This is an optimization exercise on Yosys and OpenROAD, whose aim is small area, a short achievable clock period and few clock cycles per item, not a production implementation. Function was checked by simulation only, so behaviour that the tests miss may differ from the original. The flow treats the clock pin as an ideal source, which a real chip does not have. Power is estimated from default activity; no workload was simulated.

## flow/design.v (module list and top-level ports; edited modules follow where they fit)
// module dot_product_sequencer: 1946 lines
module dot_product_sequencer #(
    parameter int unsigned ADDR_W = 10,
    parameter int unsigned LEN_W  = 10
) (
    input  logic              clk,
    input  logic              rst,
    input  logic              start,
    input  logic [LEN_W-1:0]  len,
    input  logic [ADDR_W-1:0] a_base,
    input  logic [ADDR_W-1:0] b_base,
    output logic              mem_rd,
    output logic [ADDR_W-1:0] mem_addr_a,
    output logic [ADDR_W-1:0] mem_addr_b,
    input  logic [31:0]       mem_rdata_a,
    input  logic [31:0]       mem_rdata_b,
    output logic              busy,
    output logic              done,
    output logic [31:0]       result
);
  // ...
==> flow/flow/run.sh <==
#!/bin/bash
set -e
export SETUP_SLACK_MARGIN=7.5
export BUFFER_PORTS_ARGS="-buffer_cell sky130_fd_sc_hd__buf_2"
R=orfs/results/sky130hd/dot_product_sequencer/base
bash standard.sh synth > synth.log 2>&1
cp $R/1_2_yosys.v 1_2_yosys.standard.v
python3 flow/fapol.py 1_2_yosys.standard.v $R/1_2_yosys.v > fapol.log 2>&1
bash standard.sh cts > cts.log 2>&1
SKEW_BUFS="sky130_fd_sc_hd__clkbuf_2 sky130_fd_sc_hd__clkbuf_8" SKEW_DB=$R/4_cts.odb openroad -no_init -exit flow/skew.tcl > skew.log 2>&1
bash standard.sh finish > standard.log 2>&1
==> flow/flow/fapol.py <==
#!/usr/bin/env python3
"""Re-assign full-adder polarity in a mapped sky130 netlist to remove inverters.

A full adder is self-dual: FA(~a,~b,~c) = (~sum, ~cout). Yosys' extract_fa picks each
adder's polarity on its own, which leaves inverters between adders. This pass chooses,
for every fa cell (and every xor2/xnor2 cell, which can swap type for free), whether it
works on inverted signals, so that as few inverters as possible remain, then rewires.
Usage: fapol.py IN.v OUT.v
"""
import re, sys, random
from collections import defaultdict

src = open(sys.argv[1]).read()
m = re.search(r'\n\s*sky130_fd_sc_hd__', src)
head_end = m.start()
tail_start = src.rindex('endmodule')
head, body, tail = src[:head_end], src[head_end:tail_start], src[tail_start:]

cell_re = re.compile(r'\s*(sky130_fd_sc_hd__\w+)\s+(\S+)\s*\((.*?)\);', re.S)
pin_re = re.compile(r'\.(\w+)\(\s*(.*?)\s*\)\s*(?:,|$)', re.S)
cells = []
pos = 0
for mm in cell_re.finditer(body):
    assert body[pos:mm.start()].strip() == '', body[pos:mm.start()][:200]
    pos = mm.end()
    pins = [(p, n) for p, n in pin_re.findall(mm.group(3))]
    cells.append({'type': mm.group(1), 'name': mm.group(2), 'pins': pins})
assert body[pos:].strip() == '', body[pos:][:200]

OUTPINS = {'X', 'Y', 'Q', 'Q_N', 'SUM', 'COUT', 'HI', 'LO'}
def short(t): return t.replace('sky130_fd_sc_hd__', '')
def is_inv(c): return re.match(r'(clk)?inv_\d+$', short(c['type'])) is not None

# ports: nets in the module header
port_nets = set()
for mm in re.finditer(r'^\s*(input|output|inout)\s+(\[[^\]]*\]\s*)?([^;]+);', head, re.M):
    for n in mm.group(3).split(','):
        port_nets.add(n.strip())
def base(n):
    n = n.strip()
    mm = re.match(r'(\\\S+|\w+)\s*(\[\d+\])?$', n)
    return mm.group(1) if mm else n
def is_port(n): return base(n) in port_nets
def is_const(n): return "'" in n

pushed_nets = []
driver = {}
sinks = defaultdict(list)   # net -> [(cell index, pin)]
for i, c in enumerate(cells):
    for p, n in c['pins']:
        if is_const(n):
            continue
        if p in OUTPINS:
            driver[n] = (i, p)
        else:
            sinks[n].append((i, p))

# push inverters that feed buffers to the buffer outputs: "inv -> buf" becomes
# "buf -> inv", so the inversion can be absorbed further down (xor cells, adder polarity)
def is_buf(c): return re.match(r'(clk)?buf_\d+$', short(c['type'])) is not None
npushed = 0
changed = True
while changed:
    changed = False
    for i in range(len(cells)):
        c = cells[i]
        if not is_buf(c):
            continue
        pins = dict(c['pins'])
        m = pins['A']; n = pins['X']
        d = driver.get(m)
        if d is None or not is_inv(cells[d[0]]) or is_port(n) or is_port(m):
            continue
        a = dict(cells[d[0]]['pins'])['A']
        if is_const(a):
            continue
        npushed += 1
        nn = f"_fapol_b{npushed}_"
        # buffer now reads the inverter's input and drives a new net; a new inverter drives n
        sinks[m] = [(ci, cp) for (ci, cp) in sinks[m] if ci != i]
        c['pins'] = [('A', a), ('X', nn)]
        sinks[a].append((i, 'A'))
        driver[nn] = (i, 'X')
        cells.append({'type': 'sky130_fd_sc_hd__inv_1', 'name': f"_fapol_bi{npushed}_",
                      'pins': [('A', nn), ('Y', n)]})
        driver[n] = (len(cells) - 1, 'Y')
        sinks[nn].append((len(cells) - 1, 'A'))
        pushed_nets.append(nn)
        changed = True
sys.stderr.write(f"fapol: pushed {npushed} inverters through buffers\n")

# inverters we may dissolve: output not a port, input not constant
dissolve = set()
for i, c in enumerate(cells):
    if is_inv(c):
        a = dict(c['pins'])['A']; y = dict(c['pins'])['Y']
        if not is_port(y) and not is_const(a):
            dissolve.add(i)

root_cache = {}
def root(n):
    if n in root_cache: return root_cache[n]
    d = driver.get(n)
    if d is not None and d[0] in dissolve:
        r, q = root(dict(cells[d[0]]['pins'])['A'])
        res = (r, q ^ 1)
    else:
        res = (n, 0)
    root_cache[n] = res
    return res

# variables: fa cells, xor2/xnor2 cells (type swap)
var_of_cell = {}
nvar = 0
for i, c in enumerate(cells):
    t = short(c['type'])
    if t.startswith('fa_') or t in ('xor2_1', 'xnor2_1'):
        var_of_cell[i] = nvar; nvar += 1

# each root net: which variable (if any) flips it
root_var = {}
for n, (i, p) in driver.items():
    if i in var_of_cell:
        root_var[n] = var_of_cell[i]

# sink records: for every sink pin of a non-dissolved cell (or port usage) on net n
# need = q(n) ^ flip(root) ^ pinflip
sink_list = []   # (cell idx, pin, root, q, pinvar or -1)
xor_in = defaultdict(list)
for i, c in enumerate(cells):
    if i in dissolve: continue
    t = short(c['type'])
    for p, n in c['pins']:
        if p in OUTPINS or is_const(n): continue
        r, q = root(n)
        if t in ('xor2_1', 'xnor2_1'):
            xor_in[i].append((p, r, q))   # parity absorbed into the cell type
            continue
        pv = var_of_cell[i] if t.startswith('fa_') else -1
        sink_list.append((i, p, r, q, pv))
# port nets driven by dissolved inverters are impossible (excluded); output ports that are
# roots read the root directly: need = flip(root)
port_sinks = []
for n in driver:
    if is_port(n):
        r, q = root(n)
        port_sinks.append((r, q))

by_root = defaultdict(list)
for k, s in enumerate(sink_list):
    by_root[s[2]].append(k)
var_roots = defaultdict(set)
for r, v in root_var.items():
    var_roots[v].add(r)
for k, (i, p, r, q, pv) in enumerate(sink_list):
    if pv >= 0: var_roots[pv].add(r)
port_roots = defaultdict(int)
for r, q in port_sinks:
    port_roots[r] |= 1

x = [0] * nvar
def root_cost(r):
    fr = x[root_var[r]] if r in root_var else 0
    if r in port_roots and fr:
        return 10 ** 6   # never flip a net that is a port
    for k in by_root[r]:
        i, p, _, q, pv = sink_list[k]
        if q ^ fr ^ (x[pv] if pv >= 0 else 0):
            return 1
    return 0

before = sum(1 for i in dissolve)
cost = sum(root_cost(r) for r in by_root)
sys.stderr.write(f"fapol: {nvar} variables, {len(dissolve)} inverters, initial cost {cost}\n")
random.seed(1)
import math
best_x = x[:]; best = cost
T = 2.0
iters = int(__import__("os").environ.get("FAPOL_ITERS", "400000"))
vr = [list(var_roots[v]) for v in range(nvar)]
for it in range(iters):
    T = 2.0 * (1 - it / iters) + 0.02
    v = random.randrange(nvar)
    rs = vr[v]
    c0 = sum(root_cost(r) for r in rs)
    x[v] ^= 1
    c1 = sum(root_cost(r) for r in rs)
    d = c1 - c0
    if d <= 0 or random.random() < math.exp(-d / T):
        cost += d
        if cost < best:
            best = cost; best_x = x[:]
    else:
        x[v] ^= 1
x = best_x
cost = sum(root_cost(r) for r in by_root)
sys.stderr.write(f"fapol: final inverter count {cost}\n")

# driver cells that have a complement with the same pins: swap the type instead of adding
# an inverter when every reader of the net wants it inverted
COMP = {}
for a_, b_ in [('nand2_1', 'and2_1'), ('nor2_1', 'or2_1'), ('nand3_1', 'and3_1'), ('nor3_1', 'or3_1'),
               ('a21oi_1', 'a21o_1'), ('o21ai_0', 'o21a_1'), ('o21ai_1', 'o21a_1'), ('a22oi_1', 'a22o_1'),
               ('a31oi_1', 'a31o_1'), ('o31ai_1', 'o31a_1'), ('a211oi_1', 'a211o_1'),
               ('o211ai_1', 'o211a_1'), ('nand2b_1', 'and2b_1'), ('nor2b_1', 'or2b_1'),
               ('a21boi_0', 'a21bo_1'), ('o21bai_1', 'o21ba_1')]:
    COMP[a_] = (b_, 'Y', 'X')
    if b_ not in COMP:
        COMP[b_] = (a_, 'X', 'Y')
extra = {}
def flip_of(r):
    return (x[root_var[r]] if r in root_var else 0) ^ extra.get(r, 0)
swapped = {}
nswap = 0
for r, ks in by_root.items():
    if r in root_var or r in port_roots or r not in driver:
        continue
    di, dp = driver[r]
    dt = short(cells[di]['type'])
    if dt not in COMP or di in dissolve:
        continue
    needs = []
    for k in ks:
        i, p, _, q, pv = sink_list[k]
        needs.append(q ^ flip_of(r) ^ (x[pv] if pv >= 0 else 0))
    if needs and all(needs):
        extra[r] = 1
        swapped[di] = COMP[dt]
        nswap += 1
sys.stderr.write(f"fapol: {nswap} drivers swapped to their complement\n")

# rewrite
newcells = []
inv_net = {}
uid = [0]
extra_wires = []
def inv_of(r):
    if r not in inv_net:
        uid[0] += 1
        n = f"_fapol_n{uid[0]}_"
        inv_net[r] = n
        extra_wires.append(n)
        newcells.append({'type': 'sky130_fd_sc_hd__inv_1', 'name': f"_fapol_i{uid[0]}_",
                         'pins': [('A', r), ('Y', n)]})
    return inv_net[r]

sink_need = {}
for k, (i, p, r, q, pv) in enumerate(sink_list):
    sink_need[(i, p)] = (r, q ^ flip_of(r) ^ (x[pv] if pv >= 0 else 0))

out = []
for i, c in enumerate(cells):
    if i in dissolve: continue
    t = short(c['type'])
    typ = c['type']
    pins = []
    swap = False
    if t in ('xor2_1', 'xnor2_1'):
        par = x[var_of_cell[i]]
        for (p_, r_, q_) in xor_in[i]:
            par ^= q_ ^ flip_of(r_)
        swap = bool(par)
    if swap:
        typ = 'sky130_fd_sc_hd__xnor2_1' if t == 'xor2_1' else 'sky130_fd_sc_hd__xor2_1'
    if i in swapped:
        typ = 'sky130_fd_sc_hd__' + swapped[i][0]
    for p, n in c['pins']:
        if p in OUTPINS:
            if swap: p = 'Y' if t == 'xor2_1' else 'X'
            if i in swapped and p == swapped[i][1]: p = swapped[i][2]
            pins.append((p, n))
        elif i in xor_in and any(pp_ == p for pp_, _, _ in xor_in[i]):
            pins.append((p, [r_ for pp_, r_, _ in xor_in[i] if pp_ == p][0]))
        elif (i, p) in sink_need:
            r, need = sink_need[(i, p)]
            pins.append((p, inv_of(r) if need else r))
        else:
            pins.append((p, n))
    out.append({'type': typ, 'name': c['name'], 'pins': pins})
out += newcells

def fmt(c):
    s = f"  {c['type']} {c['name']} (\n"
    s += ",\n".join(f"    .{p}({n}{' ' if n.startswith(chr(92)) else ''})" for p, n in c['pins'])
    return s + "\n  );\n"
wires = "".join(f"  wire {n};\n" for n in extra_wires + pushed_nets)
open(sys.argv[2], 'w').write(head.rstrip('\n') + "\n" + wires + "".join(fmt(c) for c in out) + tail)
sys.stderr.write(f"fapol: removed {len(dissolve)} inverters, added {len(newcells)}\n")
==> flow/flow/skew.tcl <==
# Delay the clock of the carry-save accumulator registers (s_acc, c_acc, ckg_r) by one extra
# buffer stage. Their inputs come from the multiplier tree (the long register-to-register
# paths); their outputs feed the tree again and the resolve adder, which have slack. None of
# them is on a path from an input or to an output.
set db_file $::env(SKEW_DB)
set buf_names $::env(SKEW_BUFS)
read_db $db_file
set block [ord::get_db_block]
set db [ord::get_db]
foreach b $buf_names {
  if {[$db findMaster $b] == "NULL"} { error "no master $b" }
}
set groups [dict create]
foreach inst [$block getInsts] {
  set name [$inst getName]
  if {[regexp {^(s_acc|c_acc|ckg_r)\\?\[} $name]} {
    set it [$inst findITerm CLK]
    set net [$it getNet]
    dict lappend groups [$net getName] $it
  }
}
set k 0
foreach netname [dict keys $groups] {
  set net [$block findNet $netname]
  set its [dict get $groups $netname]
  # centroid of the flops
  set sx 0; set sy 0; set n 0
  foreach it $its {
    set inst [$it getInst]
    set bb [$inst getBBox]
    set sx [expr {$sx + ([$bb xMin] + [$bb xMax]) / 2}]
    set sy [expr {$sy + ([$bb yMin] + [$bb yMax]) / 2}]
    incr n
  }
  set cx [expr {$sx / $n}]; set cy [expr {$sy / $n}]
  set drive $net
  set s 0
  foreach b $buf_names {
    set master [$db findMaster $b]
    set newnet [odb::dbNet_create $block "skew_clk_net_${k}_$s"]
    $newnet setSigType CLOCK
    set buf [odb::dbInst_create $block $master "skew_clk_buf_${k}_$s"]
    [$buf findITerm A] connect $drive
    [$buf findITerm X] connect $newnet
    $buf setLocation $cx $cy
    $buf setPlacementStatus PLACED
    set drive $newnet
    incr s
  }
  foreach it $its {
    $it disconnect
    $it connect $newnet
  }
  puts "skew: net $netname: moved $n flops behind $buf_names"
  incr k
}
global_connect
detailed_placement
check_placement
write_db $db_file
==> flow/standard.sh <==
#!/bin/bash
# synth_recipe.tcl (not shown) runs the flow's synth.tcl, then flattens the netlist and writes it again
# the make line also repeats each setting of config.mk as NAME=value (left out here)
make -C /OpenROAD-flow-scripts/flow DESIGN_CONFIG=/design/flow/config.mk WORK_HOME=/design/flow/orfs CLKGATE_MAP_FILE= SYNTH_SCRIPT=/design/flow/synth_recipe.tcl "${@:-finish}"
==> flow/config.mk <==
export PLATFORM = sky130hd
export DESIGN_NAME = dot_product_sequencer
export DESIGN_NICKNAME = dot_product_sequencer
export VERILOG_FILES = /design/flow/design.v
export SDC_FILE = /design/flow/constraint.sdc
export NUM_CORES = 4
export LEC_CHECK = 0
export CAP_MARGIN = 20
export CORE_MARGIN = 2
export CORE_UTILIZATION = 60
export SLEW_MARGIN = 20
==> flow/constraint.sdc <==
create_clock -name core_clock -period 12.0 [get_ports {clk}]
set_input_delay 2.4000 -clock core_clock [delete_from_list [all_inputs] [get_ports {clk}]]
set_output_delay 2.4000 -clock core_clock [all_outputs]
set_load 0.01 [all_outputs]
==> out/metrics.cfg, run 1 <==
[outcome]
outcome=complete, no violations

[final_layout]
seq_area_um2=4470
numSequentialCells=222
clkbuf_count=34

[timing]
skew_ns=0.291
fin_crit_ns=4.31
rsz0062_at_grt=false
finalSetupTns_ns=0
finalMaxSlewViolations=0

[global_routing]
antenna_found_initial=0
use_met3_pct=11.8

[worst_setup_path]
crit_chain=buf_4 > a22oi_1 > xnor2_1 > fa_1 > fa_1 > fa_1 > fa_1 > fa_1 > fa_1

[clock_network]
cts_hold_buffers=0
cts_tree=done
post-cts-setup-buffers=0
numCtsBuffers=26
cts_root_buf=clkbuf_16

[die]
die_area_um2=45000
initial_core_util_pct=60.6

[placed_design]
place_congestion=0.938

[power_and_ir_drop]
pwr-share-seq_pct=15.3
p_int_mw=4.34
power_frac_comb_pct=71.2
swShare_pct=45.3

[hold_path]
min_path_cells=1
hp-class=reg2reg

[drt]
drtAntennaViolNets=0
route.met2.wl_um=38200
drt-total-wl_um=85700

[synth]
syn_nets=3129

Testbench counts, summed over its fixed seeds: cycles 8,591, items 320.
==> inputs of run 2 (changes only) <==
==> flow/flow/run.sh (replaced) <==
#!/bin/bash
set -e
export SETUP_SLACK_MARGIN=7.8
export BUFFER_PORTS_ARGS="-buffer_cell sky130_fd_sc_hd__buf_2"
R=orfs/results/sky130hd/dot_product_sequencer/base
bash standard.sh synth > synth.log 2>&1
cp $R/1_2_yosys.v 1_2_yosys.standard.v
python3 flow/fapol.py 1_2_yosys.standard.v $R/1_2_yosys.v > fapol.log 2>&1
bash standard.sh cts > cts.log 2>&1
SKEW_BUFS="sky130_fd_sc_hd__clkbuf_1 sky130_fd_sc_hd__clkbuf_1 sky130_fd_sc_hd__clkbuf_8" SKEW_DB=$R/4_cts.odb openroad -no_init -exit flow/skew.tcl > skew.log 2>&1
bash standard.sh finish > standard.log 2>&1
==> run 2 against run 1 <==
Sequential share of layout area shrank 0.43 points. Die area stayed put. Critical endpoint is now r_result[24]. Utilization increased by 1.9 points. Synthesized cell count unchanged. Global-route usage increased by 0.96 points. Still clean.
==> out/metrics.cfg, run 2 <==
[outcome]
outcome=complete, no violations  ; unchanged

[timing]
hold_violations=0  ; unchanged
finalMaxSlewViolations=0  ; unchanged
finalSetupViolations=0  ; unchanged
skew_ns=0.369  ; was 0.291 ns
final.period_utilization_pct=33.1  ; was 35.9%
finalSetupTns_ns=0  ; unchanged
rsz0062_at_grt=false  ; unchanged
fin_ws_ns=8.03  ; was 7.69 ns
worst_slew_pin_slew_ns=1.04  ; was 1.14 ns
relSlewSlack_pct=30.7  ; was 23.1%
holdWs_ns=0.443  ; was 0.458 ns
fin_crit_ns=3.97  ; was 4.31 ns
fmax_ghz=0.252  ; was 0.232 GHz

[clock_network]
clock_path_buffers=3  ; unchanged
htree_levels=1  ; unchanged
numCtsBuffers=28  ; was 26
cts_hold_buffers=0  ; unchanged
cts_tree=done  ; unchanged
cts_root_buf=clkbuf_16  ; unchanged
clk_pin_slew_worst_paths_ns=0.06  ; was 0.07 ns
cts_sinks=222  ; unchanged
clock_latency_ns=0.97  ; was 0.83 ns

[worst_setup_path]
path_buf_inv=1  ; unchanged
crit_path_start_kind=register  ; unchanged
crit_chain=a21oi_1 > nor2b_1 > o21ai_0 > nand2b_1 > fa_1 > fa_1 > inv_1 > nand2b_1 > a21o_2 > a211o_4 > nand3_2 > and3_1 > a2111oi_2 > nor4_1  ; was buf_4 > a22oi_1 > xnor2_1 > fa_1 > fa_1 > fa_1 > fa_1 > fa_1 > fa_1
path_delay_family=compound AO/OA/AOI/OAI gates  ; was adder cells
worst_setup_path_end_kind=register  ; unchanged
cp_data_arrival_time_ns=4.44  ; was 4.99 ns
crit_type=reg2reg  ; unchanged
slowest_delay_ns=0.49  ; was 0.59 ns
cp_max_fo=6  ; was 17
worst_path_max_delay_cell=fa_1  ; was dfxtp_2
worstPathRequired_ns=12.47  ; was 12.68 ns

[power_and_ir_drop]
vdd_drop_max_v=0.000262  ; was 0.000267 V
power_density_nw_per_um2=271  ; was 280 nW/µm²
power_mw=7.91  ; was 7.94 mW
cellLeakagePower_nw=10.7  ; was 10.4 nW

[synth]
syn_area_um2=26000  ; unchanged
syn_nets=3129  ; unchanged
avgSynthCellArea_um2=10.4  ; unchanged
yosysWarnings=1  ; unchanged
synth_cells=2508  ; unchanged

[drt]
wl_per_cell_um=27.4  ; was 27.3 µm
drt-total-wl_um=87100  ; was 85700 µm
routed_via_density=6.59  ; was 6.66
vias=20951  ; was 20944
drtAntennaViolNets=0  ; unchanged
post-route-drc-count=0  ; unchanged
firstDrtPassIters=6  ; unchanged
drt-initial-drc-count=2684  ; was 2308

[final_layout]
final_common_cell=xnor2_1  ; unchanged
mostFrequentLayoutCells=xnor2_1 (464), fa_1 (441), a22oi_1 (438), dfxtp_1 (205), buf_2 (151)  ; was xnor2_1 (466), fa_1 (441), a22oi_1 (440), dfxtp_1 (202), buf_2 (151)
final_cells=3181  ; was 3144
nets=3191  ; was 3163
syn2layout_area_growth_pct=12.1  ; was 9.05%
utilization_pct=68.0  ; was 66.1%
layout-drive-gt1-share_pct=13.1  ; was 13.0%
final_area_um2=29200  ; was 28400 µm²

[die]
fp.dieH_um=212  ; unchanged
design.core.area_um2=42900  ; unchanged
die_area_um2=45000  ; unchanged
die_x_um=212  ; unchanged
io_pins=152  ; unchanged
placementRows=76  ; unchanged
initial_core_util_pct=60.6  ; unchanged

[placed_design]
place_area_um2=27100  ; about the same
place_congestion=0.943  ; was 0.938
hpwl_um=55800  ; was 55200 µm
portBuffers=151  ; unchanged
place_inst=3070  ; was 3067
post-place-ws_ns=7.40  ; was 7.31 ns

[global_routing]
grt_pass1_wl_um=134000  ; was 131000 µm
first_global_vias=22700  ; was 22393
grt.overflow.total=0  ; unchanged
antenna_found_initial=4  ; was 0
track_usage_pct=40.1  ; was 39.1%
grt_max_degree=65  ; unchanged

[hold_path]
hp-class=reg2reg  ; unchanged

[job]
drv_cap=0  ; unchanged

[run 2: worst register-to-register path: stages, from the launching register on]
cell	delay [ns]
dfxtp_1	0.29
a21oi_1	0.23
nor2b_1	0.10
o21ai_0	0.25
nand2b_1	0.15
fa_1	0.43
fa_1	0.49
inv_1	0.08
nand2b_1	0.12
a21o_2	0.25
a211o_4	0.22
nand3_2	0.17
and3_1	0.27
a2111oi_2	0.43
nor4_1	0.09
[run 2: cell type report]
class                   instances  area [µm²]
clock buffers                  37         805
flip-flops and latches        222        4470
well taps                     585         732
plain buffers                  48         340
clock inverters                15         218
fillers                      3342       13700
repair buffers                239        1940
inverters                      49         184
diodes                          4        10.0
multi-input cells            1982       20500
[run 2: metal layers]
layer  vias to the layer above  wire (µm)  track usage, %
li1                       8597          -               -
met1                     10343      31600            50.8
met2                      1586      38900            61.4
met3                       425      10600            11.3
met4                         0       6020            23.7
met5                         -          0               0
[run 2: path summary, 6_finish.rpt]
check | from | to | slack [ns] | cells after the start
max | ckg_r[2] | r_result[24] | 8.03 | 14
min | r_t1 | r_t2 | 0.44 | 1
max reg2reg | ckg_r[2] | r_result[24] | 8.03 | 14
min reg2reg | r_t1 | r_t2 | 0.44 | 1
[run 2: what timing repair did]
item / in CTS / in global routing
gates cloned: 2 / 0
resized for setup: 130 / 4
pin swaps: 6 / 0
endpoints found under the setup margin: 36 / 3
buffers inserted: 5 / 0
[run 2: power breakdown]
group / total (mW) / switching, mW / internal (mW)
Combinational: 5.54 / 2.99 / 2.56
Clock: 1.15 / 0.430 / 0.716
Sequential: 1.22 / 0.151 / 1.07
==> inputs of run 3 (changes only) <==
--- a/flow/flow/run.sh
+++ b/flow/flow/run.sh
@@ -1,5 +1,5 @@
 #!/bin/bash
 set -e
-export SETUP_SLACK_MARGIN=7.8
+export SETUP_SLACK_MARGIN=7.5
 export BUFFER_PORTS_ARGS="-buffer_cell sky130_fd_sc_hd__buf_2"
 R=orfs/results/sky130hd/dot_product_sequencer/base
==> run 3 against run 2 <==
Still clean on timing, DRC and antenna. First-iteration DRC count shrank 9.4%. Utilization is 1.8 points lower. Combinational power increased by 2%. Global-route usage shrank 0.88 points. Synthesized area unchanged. Worst setup slack got worse by 0.20 ns. Design area fell by 2.6%. Clock power fell by 4%. Critical path depth fell by 5. Die area is the same. Total power rose by 0.76%. Critical endpoint is now c_acc[18].
==> out/metrics.cfg, run 3 <==
[power_and_ir_drop]
power_mw=7.97  ; was 7.91 mW
vdd_drop_max_v=0.000266  ; was 0.000262 V
power_density_nw_per_um2=281  ; was 271 nW/µm²
cellLeakagePower_nw=10.4  ; was 10.7 nW

[hold_path]
holdPathEnd=r_t2  ; unchanged
hp-class=reg2reg  ; unchanged
min_from=r_t1  ; unchanged
min_path_cells=1  ; unchanged

[worst_setup_path]
cp_data_arrival_time_ns=4.96  ; was 4.44 ns
reg2reg_slack_ns=7.83  ; was 8.03 ns
path_delay_family=adder cells  ; was compound AO/OA/AOI/OAI gates
crit_path_start_kind=register  ; unchanged
worstPathRequired_ns=12.79  ; was 12.47 ns
worst_path_max_delay_cell=dfxtp_2  ; was fa_1
crit_type=reg2reg  ; unchanged
crit_chain=buf_4 > a22oi_1 > xnor2_1 > fa_1 > fa_1 > fa_1 > fa_1 > fa_1 > fa_1  ; was a21oi_1 > nor2b_1 > o21ai_0 > nand2b_1 > fa_1 > fa_1 > inv_1 > nand2b_1 > a21o_2 > a211o_4 > nand3_2 > and3_1 > a2111oi_2 > nor4_1
r2r_end=c_acc[18]  ; was r_result[24]
cp_max_fo=17  ; was 6
r2r_start=bo[8]  ; was ckg_r[2]
worst_setup_path_end_kind=register  ; unchanged
reg2reg_depth=9  ; was 14
slowest_delay_ns=0.58  ; was 0.49 ns
path_buf_inv=1  ; unchanged
crit_top_cell=fa_1

[timing]
rsz0062_at_grt=false  ; unchanged
worst_slew_pin_slew_ns=1.15  ; was 1.04 ns
fmax_ghz=0.240  ; was 0.252 GHz
finalSetupTns_ns=0  ; unchanged
fin_crit_ns=4.17  ; was 3.97 ns
finalMaxSlewViolations=0  ; unchanged
relSlewSlack_pct=22.2  ; was 30.7%
finalSetupViolations=0  ; unchanged
skew_ns=0.404  ; was 0.369 ns
final.period_utilization_pct=34.7  ; was 33.1%
hold_violations=0  ; unchanged

[placed_design]
place_congestion=0.938  ; was 0.943
portBuffers=151  ; unchanged
hpwl_um=55200  ; was 55800 µm
place_inst=3067  ; was 3070

[die]
die_x_um=212  ; unchanged
io_pins=152  ; unchanged
initial_core_util_pct=60.6  ; unchanged
design.core.area_um2=42900  ; unchanged
placementRows=76  ; unchanged
fp.dieH_um=212  ; unchanged
die_area_um2=45000  ; unchanged

[global_routing]
track_usage_pct=39.2  ; was 40.1%
grt_pass1_wl_um=132000  ; was 134000 µm
first_global_vias=22505  ; was 22700
grt_max_degree=65  ; unchanged
grt.overflow.total=0  ; unchanged
antenna_found_initial=0  ; was 4

[drt]
firstDrtPassIters=7  ; was 6
routed_via_density=6.63  ; was 6.59
post-route-drc-count=0  ; unchanged
vias=20947  ; was 20951
drt-total-wl_um=85800  ; was 87100 µm
drtAntennaViolNets=0  ; unchanged
wl_per_cell_um=27.2  ; was 27.4 µm
drt-initial-drc-count=2433  ; was 2684

[clock_network]
clock_latency_ns=0.94  ; was 0.97 ns
cts_hold_buffers=0  ; unchanged
cts_root_buf=clkbuf_16  ; unchanged
htree_levels=1  ; unchanged
cts_sinks=222  ; unchanged
clock_path_buffers=3  ; unchanged
clk_pin_slew_worst_paths_ns=0.07  ; was 0.06 ns
cts_tree=done  ; unchanged
numCtsBuffers=26  ; was 28

[synth]
avgSynthCellArea_um2=10.4  ; unchanged
syn_area_um2=26000  ; unchanged
synth_cells=2508  ; unchanged
yosysWarnings=1  ; unchanged
syn_nets=3129  ; unchanged

[final_layout]
num_antenna_cells=0  ; was 4
syn2layout_area_growth_pct=9.20  ; was 12.1%
nFillCells=3464  ; was 3342
layout-drive-gt1-share_pct=12.3  ; was 13.1%
final_common_cell=xnor2_1  ; unchanged
final_cells=3160  ; was 3181
mostFrequentLayoutCells=xnor2_1 (466), fa_1 (441), a22oi_1 (440), dfxtp_1 (202), buf_2 (151)  ; was xnor2_1 (464), fa_1 (441), a22oi_1 (438), dfxtp_1 (205), buf_2 (151)
nets=3179  ; was 3191

[outcome]
outcome=complete, no violations  ; unchanged

[job]
drv_cap=0  ; unchanged

-- run 3: cell count changes in the layout (fill, tap and decap cells not counted), moves of 3 or more --
cell	previous run	this run
buf_4	18	78
buf_6	33	0
buf_8	18	0
buf_12	17	0
dfxtp_2	14	19
clkbuf_8	23	19
diode_2	4	0
dfxtp_1	205	202
-- run 3: metal layers --
metal | track usage (%) | vias up | share of wire [%]
met1 | 49.7 | 10417 | 37
met4 | 21.5 | 0 | 5.7
li1 | - | 8573 | -
met3 | 11.9 | 414 | 13
met2 | 60.2 | 1543 | 44
met5 | 0 | - | 0
-- run 3: power breakdown --
group / internal (mW) / switching (mW) / total [mW]
Combinational: 2.60 / 3.06 / 5.66
Sequential: 1.07 / 0.143 / 1.21
Clock: 0.690 / 0.409 / 1.10
-- run 3: worst max path at each step --
stage | startpoint | to | slack (ns) | depth (start not counted)
global placement | bo[8] | c_acc[15] | 7.40 | 9
global route | ckg_r[2] | r_result[24] | 7.63 | 14
floorplan | bn[10] | c_acc[20] | 7.56 | 9
CTS | bo[8] | c_acc[18] | 7.51 | 9
detailed placement | bo[8] | c_acc[18] | 7.31 | 9
finish | bo[8] | c_acc[18] | 7.83 | 9
-- run 3: cell type report --
cell class / count / area (µm²) / share of cell area (%)
Buffer: 48 / 340 / 1.20
Clock buffer: 34 / 732 / 2.58
Clock inverter: 11 / 188 / 0.661
Inverter: 49 / 184 / 0.648
Multi-Input combinational cell: 1982 / 20400 / 71.9
Sequential cell: 222 / 4470 / 15.7
Tap cell: 585 / 732 / 2.58
Timing Repair Buffer: 229 / 1340 / 4.72
-- run 3: what timing repair did --
action | CTS | global route
resized for setup | 6 | 0
setup buffers | 0 | 0
setup endpoints to repair | 14 | 0
-- run 3: worst reg2reg max path: stages (launching register included) --
cell and delay (ns):
dfxtp_2 0.58, buf_4 0.36, a22oi_1 0.17, xnor2_1 0.24
fa_1 0.49, fa_1 0.52, fa_1 0.55, fa_1 0.48
fa_1 0.54, fa_1 0.49
-- run 3: through the flow --
stage | hold WS (ns) | worst slack, ns | instance area (µm²) | utilization, %
after floorplan | 0.414 | 7.56 | 26000 | -
after global placement | 0.420 | 7.40 | 27100 | 63.2
after detailed placement | 0.428 | 7.31 | 27100 | 63.2
after CTS | 0.458 | 7.51 | 28100 | 65.4
after global routing | 0.470 | 7.63 | 28400 | 66.2
final | 0.460 | 7.83 | 28400 | 66.2
==> inputs of run 4 (changes only) <==
--- a/flow/flow/run.sh
+++ b/flow/flow/run.sh
@@ -1,6 +1,6 @@
 #!/bin/bash
 set -e
-export SETUP_SLACK_MARGIN=7.5
-export BUFFER_PORTS_ARGS="-buffer_cell sky130_fd_sc_hd__buf_2"
+export SETUP_SLACK_MARGIN=7.8
+export BUFFER_PORTS_ARGS="-buffer_cell sky130_fd_sc_hd__buf_1"
 R=orfs/results/sky130hd/dot_product_sequencer/base
 bash standard.sh synth > synth.log 2>&1
==> run 4 against run 3 <==
Synthesized cell count stayed put. Critical endpoint is now c_acc[21]. Global-route usage is 0.51 points higher. Clock skew grew 0.0084 ns. Design area grew 0.70%. Utilization up 0.46 points. Routed wire length grew 0.87%. Largest cell class unchanged. Non-clock buffer count rose by 6. Worst setup slack better by 0.24 ns.
==> out/metrics.cfg, run 4 <==
[power_and_ir_drop]
swShare_pct=45.8  ; was 45.4%
p_clk_share_pct=13.5  ; was 13.8%
power_density_nw_per_um2=278  ; was 281 nW/µm²
pwr-share-seq_pct=15.4  ; was 15.2%
p_switching_mw=3.63  ; was 3.62 mW
power_frac_comb_pct=71.1  ; was 71.0%
p_int_mw=4.31  ; was 4.36 mW
cellLeakagePower_nw=10.0  ; was 10.4 nW
vdd_drop_max_v=0.000207  ; was 0.000266 V

[timing]
rsz0062_at_grt=false  ; unchanged
relSlewSlack_pct=27.1  ; was 22.2%
hold_violations=0  ; unchanged
fin_crit_ns=3.92  ; was 4.17 ns
finalMaxSlewViolations=0  ; unchanged
final.period_utilization_pct=32.7  ; was 34.7%
worst_slew_pin_slew_ns=1.09  ; was 1.15 ns
finalSetupTns_ns=0  ; unchanged
finalSetupViolations=0  ; unchanged
holdWs_ns=0.444  ; was 0.460 ns
fmax_ghz=0.255  ; was 0.240 GHz
skew_ns=0.412  ; was 0.404 ns

[placed_design]
portBuffers=151  ; unchanged
hpwl_um=55400  ; was 55200 µm
place_congestion=0.931  ; was 0.938
place_inst=3069  ; was 3067

[global_routing]
grt_pass1_wl_um=134000  ; was 132000 µm
grt.overflow.total=0  ; unchanged
antenna_found_initial=1  ; was 0
first_global_vias=22995  ; was 22505
track_usage_pct=39.7  ; was 39.2%
grt_max_degree=51  ; was 65

[synth]
avgSynthCellArea_um2=10.4  ; unchanged
yosysWarnings=1  ; unchanged
syn_nets=3129  ; unchanged
syn_area_um2=26000  ; unchanged
synth_cells=2508  ; unchanged

[final_layout]
mostFrequentLayoutCells=xnor2_1 (466), a22oi_1 (440), fa_1 (440), dfxtp_1 (206), buf_1 (151)  ; was xnor2_1 (466), fa_1 (441), a22oi_1 (440), dfxtp_1 (202), buf_2 (151)
final_cells=3170  ; was 3160
nets=3186  ; was 3179
layout-drive-gt1-share_pct=6.81  ; was 12.3%
final_common_cell=xnor2_1  ; unchanged
syn2layout_area_growth_pct=9.96  ; was 9.20%

[die]
die_x_um=212  ; unchanged
initial_core_util_pct=60.6  ; unchanged
io_pins=152  ; unchanged
placementRows=76  ; unchanged
design.core.area_um2=42900  ; unchanged
fp.dieH_um=212  ; unchanged
die_area_um2=45000  ; unchanged

[clock_network]
cts_hold_buffers=0  ; unchanged
clk_pin_slew_worst_paths_ns=0.06  ; was 0.07 ns
clock_path_buffers=3  ; unchanged
clock_latency_ns=0.98  ; was 0.94 ns
cts_sinks=222  ; unchanged
cts_root_buf=clkbuf_16  ; unchanged
htree_levels=1  ; unchanged
cts_tree=done  ; unchanged
numCtsBuffers=27  ; was 26

[worst_setup_path]
worst_setup_path_end_kind=register  ; unchanged
crit_chain=buf_6 > o21ai_0 > xnor2_1 > ha_1 > xor2_1 > fa_1 > fa_1 > fa_1 > fa_1 > fa_1  ; was buf_4 > a22oi_1 > xnor2_1 > fa_1 > fa_1 > fa_1 > fa_1 > fa_1 > fa_1
crit_top_cell=fa_1  ; unchanged
worst_path_max_delay_cell=fa_1  ; was dfxtp_2
cp_data_arrival_time_ns=4.70  ; was 4.96 ns
worstPathRequired_ns=12.78  ; was 12.79 ns
slowest_delay_ns=0.53  ; was 0.58 ns
cp_max_fo=32  ; was 17
crit_path_start_kind=register  ; unchanged
crit_type=reg2reg  ; unchanged

[job]
drv_cap=0  ; unchanged

[drt]
routed_via_density=6.61  ; was 6.63
post-route-drc-count=0  ; unchanged
firstDrtPassIters=7  ; unchanged
vias=20951  ; was 20947
drtAntennaViolNets=0  ; unchanged
wl_per_cell_um=27.3  ; was 27.2 µm
drt-total-wl_um=86500  ; was 85800 µm
drt-initial-drc-count=2254  ; was 2433

[outcome]
outcome=complete, no violations  ; unchanged

[hold_path]
hp-class=reg2reg  ; unchanged

[run 4: metal layers]
layer	GRT usage, %	share of wire, %	routed length, µm	vias up
li1	-	-	-	8598
met1	47.9	35	30700	10489
met2	63.2	46	39700	1447
met3	11.7	12	10300	417
met4	23.5	6.7	5790	0
met5	0.334	0	0	-
[run 4: what timing repair did]
action                                  in CTS  in global routing
resized for setup                           96                  5
gates cloned                                 0                  0
endpoints found under the setup margin      45                 15
setup buffers                                4                  0
pin swaps                                    2                  0
[run 4: final cells by class]
class,count,area [µm²]
diodes,1,2.50
plain buffers,48,340
clock buffers,33,738
clock inverters,15,163
fillers,3471,14300
inverters,49,184
multi-input cells,1982,20400
flip-flops and latches,222,4470
well taps,585,732
repair buffers,235,1520
[run 4: worst max-delay path, delay by kind of cell (launching register included)]
| kind | cells | cell delay [ns] |
|---|---|---|
| buffers and inverters | 1 | 0.32 |
| flip-flops | 1 | 0.33 |
| XOR/XNOR | 2 | 0.55 |
| AO/OA/AOI/OAI | 1 | 0.18 |
| adder cells (fa/ha/maj) | 6 | 2.71 |
[run 4: per-stage QoR]
| step | util (%) | power [mW] | setup WS (ns) | area (µm²) |
|---|---|---|---|---|
| floorplan | - | 5.25 | 7.80 | 26100 |
| global placement | 62.8 | 6.61 | 7.47 | 26900 |
| detailed placement | 62.8 | 6.84 | 7.42 | 26900 |
| CTS | 65.8 | 7.76 | 7.79 | 28200 |
| global route | 66.7 | 8.83 | 7.89 | 28600 |
| finish | 66.7 | 7.94 | 8.08 | 28600 |
[run 4: power by group through the flow]
stage | logic (mW) | clock network [mW] | registers [mW]
final | 5.65 | 1.07 | 1.22
after detailed placement | 5.61 | 0 | 1.23
after global placement | 5.38 | 0 | 1.23
after floorplan | 4.08 | 0 | 1.17
after global routing | 6.46 | 1.13 | 1.24
after CTS | 5.69 | 0.856 | 1.22
[run 4: path summary, 6_finish.rpt]
path / startpoint / end / slack, ns / cells past startpoint
worst min-delay path: r_t1 / r_t2 / 0.44 / 1
worst max-delay path: bt[2] / c_acc[21] / 8.08 / 10
worst max register to register: bt[2] / c_acc[21] / 8.08 / 10
worst min register to register: r_t1 / r_t2 / 0.44 / 1

[port drivers added, routing unchanged]
Ports are ideal in the flow. The routed layouts listed here were re-timed in OpenROAD.
Step 1, drivers: a clkbuf_16 drives clk and a buf_2 each remaining input, both assumed.
Step 2, shift: input delay + t, output delay - t, t = (earliest + latest rising clock arrival at the registers) / 2. This alone moves slack from input paths to output paths.
Slacks: no drivers / after step 1 / after step 2; pairs: no drivers / after step 1.
run | t, ns | setup slack, ns | worst setup path after step 2 | clock arrival spread, ns
run 1 | 0.740 | 7.692 / 7.692 / 7.692 | register to register | 0.292 / 0.292
run 2 | 0.827 | 8.032 / 8.032 / 7.880 | input to register | 0.410 / 0.411
run 3 | 0.798 | 7.831 / 7.831 / 7.831 | register to register | 0.404 / 0.404
run 4 | 0.829 | 8.076 / 8.076 / 7.730 | input to register | 0.423 / 0.422
In run 2, run 3 and run 4 the clock reaches the registers at very different times; t lies between them, and the last value is a rough guide only. The setup slack of run 4, which loses most, moves by 0.000 ns with the drivers and by -0.346 ns with both steps.
